From an optimization exercise on the open Yosys and OpenROAD flow, aimed at small area and few clock cycles per item; shortcuts taken in it are not production practice.
In this exercise RTL edits were held to simulation tests only and were not proved equivalent to the original.
Power and IR drop assume default switching activity.

## line_edit_receive_buffer
module line_edit_receive_buffer (
    input  wire logic       i_clk,
    input  wire logic       i_rst_n,
    input  wire logic       i_valid,
    output logic            o_ready,
    input  wire logic       i_action,
    input  wire logic [7:0] i_rx_byte,
    output logic            o_valid,
    input  wire logic       i_ready,
    output logic [1:0]      o_kind,
    output logic [7:0]      o_out_byte,
    output logic            o_last,
    output logic [6:0]      o_line_count
);
    localparam logic [1:0] KIND_ECHO      = 2'd0;
    localparam logic [1:0] KIND_LINE      = 2'd1;
    localparam logic [1:0] KIND_EMPTY     = 2'd2;
    localparam logic [1:0] KIND_NOT_READY = 2'd3;
    logic       r_valid;
    logic       r_act;
    logic [7:0] r_byte;
    logic [6:0] r_fill;      
    logic       r_line;      
    logic       r_erase2;    
    logic [6:0] r_ptr;       
    logic [7:0] r_rd;        
    logic        r_phase;
    logic [7:0]  r_mem [1:63];
    logic [7:0]  mem_d [1:63];
    logic [63:1] sel_n;      
    logic [63:1] wr_sel;     
    logic [7:0]  wr_x;
    logic        wr_en;
    logic [7:0]  rd_q;
    logic       is_term, is_erase, is_plain;
    logic       empty, full, drain, pos_last, erase1;
    logic       take, done;
  ...
For scale: about 33 I/O pins, ~0.019 mm^2 of cells after synthesis.
clock: 4.5 ns
lec_check: 0
cap_margin: 20
core_margin: 2
core_utilization: 40
cts_buf_list: sky130_fd_sc_hd__clkbuf_8
cts_cluster_diameter: 45
cts_cluster_size: 18
slew_margin: 20
synth_hierarchical: 1
synth_minimum_keep_size: 40
run.sh (not shown) runs the stock make flow with config.mk's settings and CLKGATE_MAP_FILE= SYNTH_SCRIPT=/design/flow/synth_recipe.tcl, a recipe that flattens the netlist after the stock synthesis.
The starting point went through all stages and came out clean.
Testbench counts at the start, summed over its fixed seeds: cycles 36,371, items 20,000.
Rerun with:
CTS_BUF_LIST = sky130_fd_sc_hd__clkbuf_4 sky130_fd_sc_hd__clkbuf_8   (was sky130_fd_sc_hd__clkbuf_8)
CTS_CLUSTER_DIAMETER = 40   (was 45)
CTS_CLUSTER_SIZE = 12   (was 18)
Flip-flop and latch count is unchanged.
Die area stays the same.
Total power increases by 6.9%.
Cell area increases by 1.5%.
Sequential power is about the same.
Wire length increases by 0.64%.
Via count increases by 1.3%.
Worst hold slack hardly moves.
Rerun with:
==> flow/flow/run.sh (new file) <==
#!/bin/bash
# The standard layout (standard.sh: the standard flow's synthesis, floorplan, placement,
# CTS, routing), with two changes to how it builds the layout:
#  - port buffers are the smallest buffer, sky130_fd_sc_hd__buf_1, which the
#    resizer may still upsize;
#  - clock tree synthesis uses clkbuf_16 leaf clusters of up to 28 sinks and
#    no dummy loads.
# Every tool's full output stays in orfs/logs; make's own output goes to
# make_standard.log here.
set -euo pipefail
export BUFFER_PORTS_ARGS="-buffer_cell sky130_fd_sc_hd__buf_1"
export CTS_ARGS="-sink_clustering_enable -repair_clock_nets -dont_use_dummy_load -sink_clustering_size 28 -sink_clustering_max_diameter 90 -buf_list sky130_fd_sc_hd__clkbuf_16"
bash standard.sh > make_standard.log 2>&1
==> flow/standard.sh (new file) <==
#!/bin/bash
# synth_recipe.tcl (not shown) runs the flow's synth.tcl, then flattens the netlist and writes it again
# the make line also repeats each setting of config.mk as NAME=value (left out here)
make -C /OpenROAD-flow-scripts/flow DESIGN_CONFIG=/design/flow/config.mk WORK_HOME=/design/flow/orfs CLKGATE_MAP_FILE= SYNTH_SCRIPT=/design/flow/synth_recipe.tcl "${@:-finish}"
CAP_MARGIN = 10   (was 20)
CTS_BUF_LIST = sky130_fd_sc_hd__clkbuf_16   (was sky130_fd_sc_hd__clkbuf_4 sky130_fd_sc_hd__clkbuf_8)
CTS_CLUSTER_DIAMETER = 90   (was 40)
CTS_CLUSTER_SIZE = 28   (was 12)
SLEW_MARGIN = 10   (was 20)
removed: flow/run.sh
The changed run finished clean.
Via count shrinks by about 2.6%.
Final area is lower by 6.5%.
Count of clock-buffer cells in the layout is lower by 65.
Combinational power shrinks by about 7%.
Synthesized cell count is unchanged.
Maximum frequency is higher by 3.1%.

* * *

line_edit_receive_buffer again, from the RTL that the note above started with.
make LEC_CHECK=0 CAP_MARGIN=20 CORE_MARGIN=2 CORE_UTILIZATION=40 CTS_BUF_LIST=sky130_fd_sc_hd__clkbuf_16 CTS_CLUSTER_DIAMETER=100 CTS_CLUSTER_SIZE=30 SLEW_MARGIN=20 SYNTH_HIERARCHICAL=1 SYNTH_MINIMUM_KEEP_SIZE=40 finish   # period 4.5 ns
Stock flow here: none of the scripts above is used.
The baseline produced a clean layout.
Testbench counts at the start, summed over its fixed seeds: cycles 36,371, items 20,000.
Change:
==> flow/flow/run.sh (new file) <==
#!/bin/bash
# The standard layout (standard.sh: the standard flow's synthesis, floorplan, placement,
# CTS, routing), with two changes to how it builds the layout:
#  - port buffers are the smallest buffer, sky130_fd_sc_hd__buf_1, which the
#    resizer may still upsize;
#  - clock tree synthesis uses clkbuf_16 leaf clusters of up to 28 sinks and
#    no dummy loads.
# Every tool's full output stays in orfs/logs; make's own output goes to
# make_standard.log here.
set -euo pipefail
export BUFFER_PORTS_ARGS="-buffer_cell sky130_fd_sc_hd__buf_1"
export CTS_ARGS="-sink_clustering_enable -repair_clock_nets -dont_use_dummy_load -sink_clustering_size 28 -sink_clustering_max_diameter 90 -buf_list sky130_fd_sc_hd__clkbuf_16"
bash standard.sh > make_standard.log 2>&1
==> flow/standard.sh (new file) <==
#!/bin/bash
# synth_recipe.tcl (not shown) runs the flow's synth.tcl, then flattens the netlist and writes it again
# the make line also repeats each setting of config.mk as NAME=value (left out here)
make -C /OpenROAD-flow-scripts/flow DESIGN_CONFIG=/design/flow/config.mk WORK_HOME=/design/flow/orfs CLKGATE_MAP_FILE= SYNTH_SCRIPT=/design/flow/synth_recipe.tcl "${@:-finish}"
CAP_MARGIN = 10   (was 20)
CORE_UTILIZATION = 55   (was 40)
CTS_CLUSTER_DIAMETER = 90   (was 100)
CTS_CLUSTER_SIZE = 28   (was 30)
SLEW_MARGIN = 10   (was 20)
removed: flow/run.sh
After rerunning:
- critical path depth stays the same
- die area decreases by 27%
- sequential power barely changes
- global-route usage increases by 8.1 points
Change:
--- a/flow/flow/run.sh
+++ b/flow/flow/run.sh
@@ -6 +6 @@
-#  - clock tree synthesis uses clkbuf_16 leaf clusters of up to 28 sinks and
+#  - clock tree synthesis uses clkbuf_16 leaf clusters of up to 30 sinks and
@@ -12 +12 @@
-export CTS_ARGS="-sink_clustering_enable -repair_clock_nets -dont_use_dummy_load -sink_clustering_size 28 -sink_clustering_max_diameter 90 -buf_list sky130_fd_sc_hd__clkbuf_16"
+export CTS_ARGS="-sink_clustering_enable -repair_clock_nets -dont_use_dummy_load -sink_clustering_size 30 -sink_clustering_max_diameter 100 -buf_list sky130_fd_sc_hd__clkbuf_16"
CAP_MARGIN = 0   (was 10)
CORE_UTILIZATION = 40   (was 55)
CTS_CLUSTER_DIAMETER = 100   (was 90)
CTS_CLUSTER_SIZE = 30   (was 28)
SLEW_MARGIN = 0   (was 10)
Effect: Synthesized area stays the same. Clock-buffer cell count is lower by 1. Cell count goes up by 6.3%. Flip-flop and latch count is unchanged. Hold slack got worse by 7.8 ps. Routed wire length goes up by 1.1%. Total power is about the same.
Change:
==> flow/run.sh (new file) <==
#!/bin/bash
# synth_recipe.tcl (not shown) runs the flow's synth.tcl, then flattens the netlist and writes it again
# the make line also repeats each setting of config.mk as NAME=value (left out here)
make -C /OpenROAD-flow-scripts/flow DESIGN_CONFIG=/design/flow/config.mk WORK_HOME=/design/flow/orfs CLKGATE_MAP_FILE= SYNTH_SCRIPT=/design/flow/synth_recipe.tcl finish
CAP_MARGIN = 20   (was 0)
CORE_UTILIZATION = 45   (was 40)
CTS_CLUSTER_DIAMETER = 80   (was 100)
CTS_CLUSTER_SIZE = 24   (was 30)
SLEW_MARGIN = 20   (was 0)
removed: flow/flow/run.sh
removed: flow/standard.sh
Outcome: The changed run completed without violations; synthesized cell count stays the same; worst hold slack improves by 5.4 ps; via count hardly moves; area after synthesis stays the same; final area climbs slightly; combinational power climbs by a few percent.

separate check: timing with driven ports:
How much do the figures lean on ideal ports? The routed layouts below were timed once more, with nothing changed but the port constraints.
Step 1 sets driving cells, clkbuf_16 on the clock port and buf_2 on the other inputs (assumed; they add their load-dependent delay and slew).
Step 2 times the ports against the registers' clock, not the clock port: input delays grow and output delays shrink by t, the midpoint of the rising clock arrivals with the driver on.
a / b / c = ideal / step 1 / step 2; a / b = the first two.
| run | shift t [ns] | setup WS [ns] | hold WS [ns] | worst setup path at the end | latest minus earliest clock arrival (ns) |
|---|---|---|---|---|---|
| the first run of note 1 | 0.729 | 0.209 / 0.156 / 0.885 | 0.435 / 0.435 / 0.435 | register to output | 0.048 / 0.048 |
| the second run of note 1 | 0.701 | 0.214 / 0.164 / 0.865 | 0.434 / 0.434 / 0.434 | register to output | 0.046 / 0.046 |
| the third run of note 1 | 0.607 | 0.344 / 0.289 / 0.858 | 0.440 / 0.440 / 0.440 | register to register | 0.063 / 0.062 |
| the first run of note 2 | 0.625 | 0.202 / 0.149 / 0.773 | 0.439 / 0.439 / 0.439 | register to output | 0.049 / 0.049 |
| the second run of note 2 | 0.603 | 0.301 / 0.246 / 0.849 | 0.439 / 0.439 / 0.439 | register to output | 0.040 / 0.039 |
| the third run of note 2 | 0.599 | 0.338 / 0.282 / 0.881 | 0.432 / 0.432 / 0.432 | register to output | 0.082 / 0.081 |
| the fourth run of note 2 | 0.637 | 0.108 / 0.055 / 0.692 | 0.437 / 0.437 / 0.437 | register to output | 0.025 / 0.026 |
After both steps setup and hold are still met in every run listed.
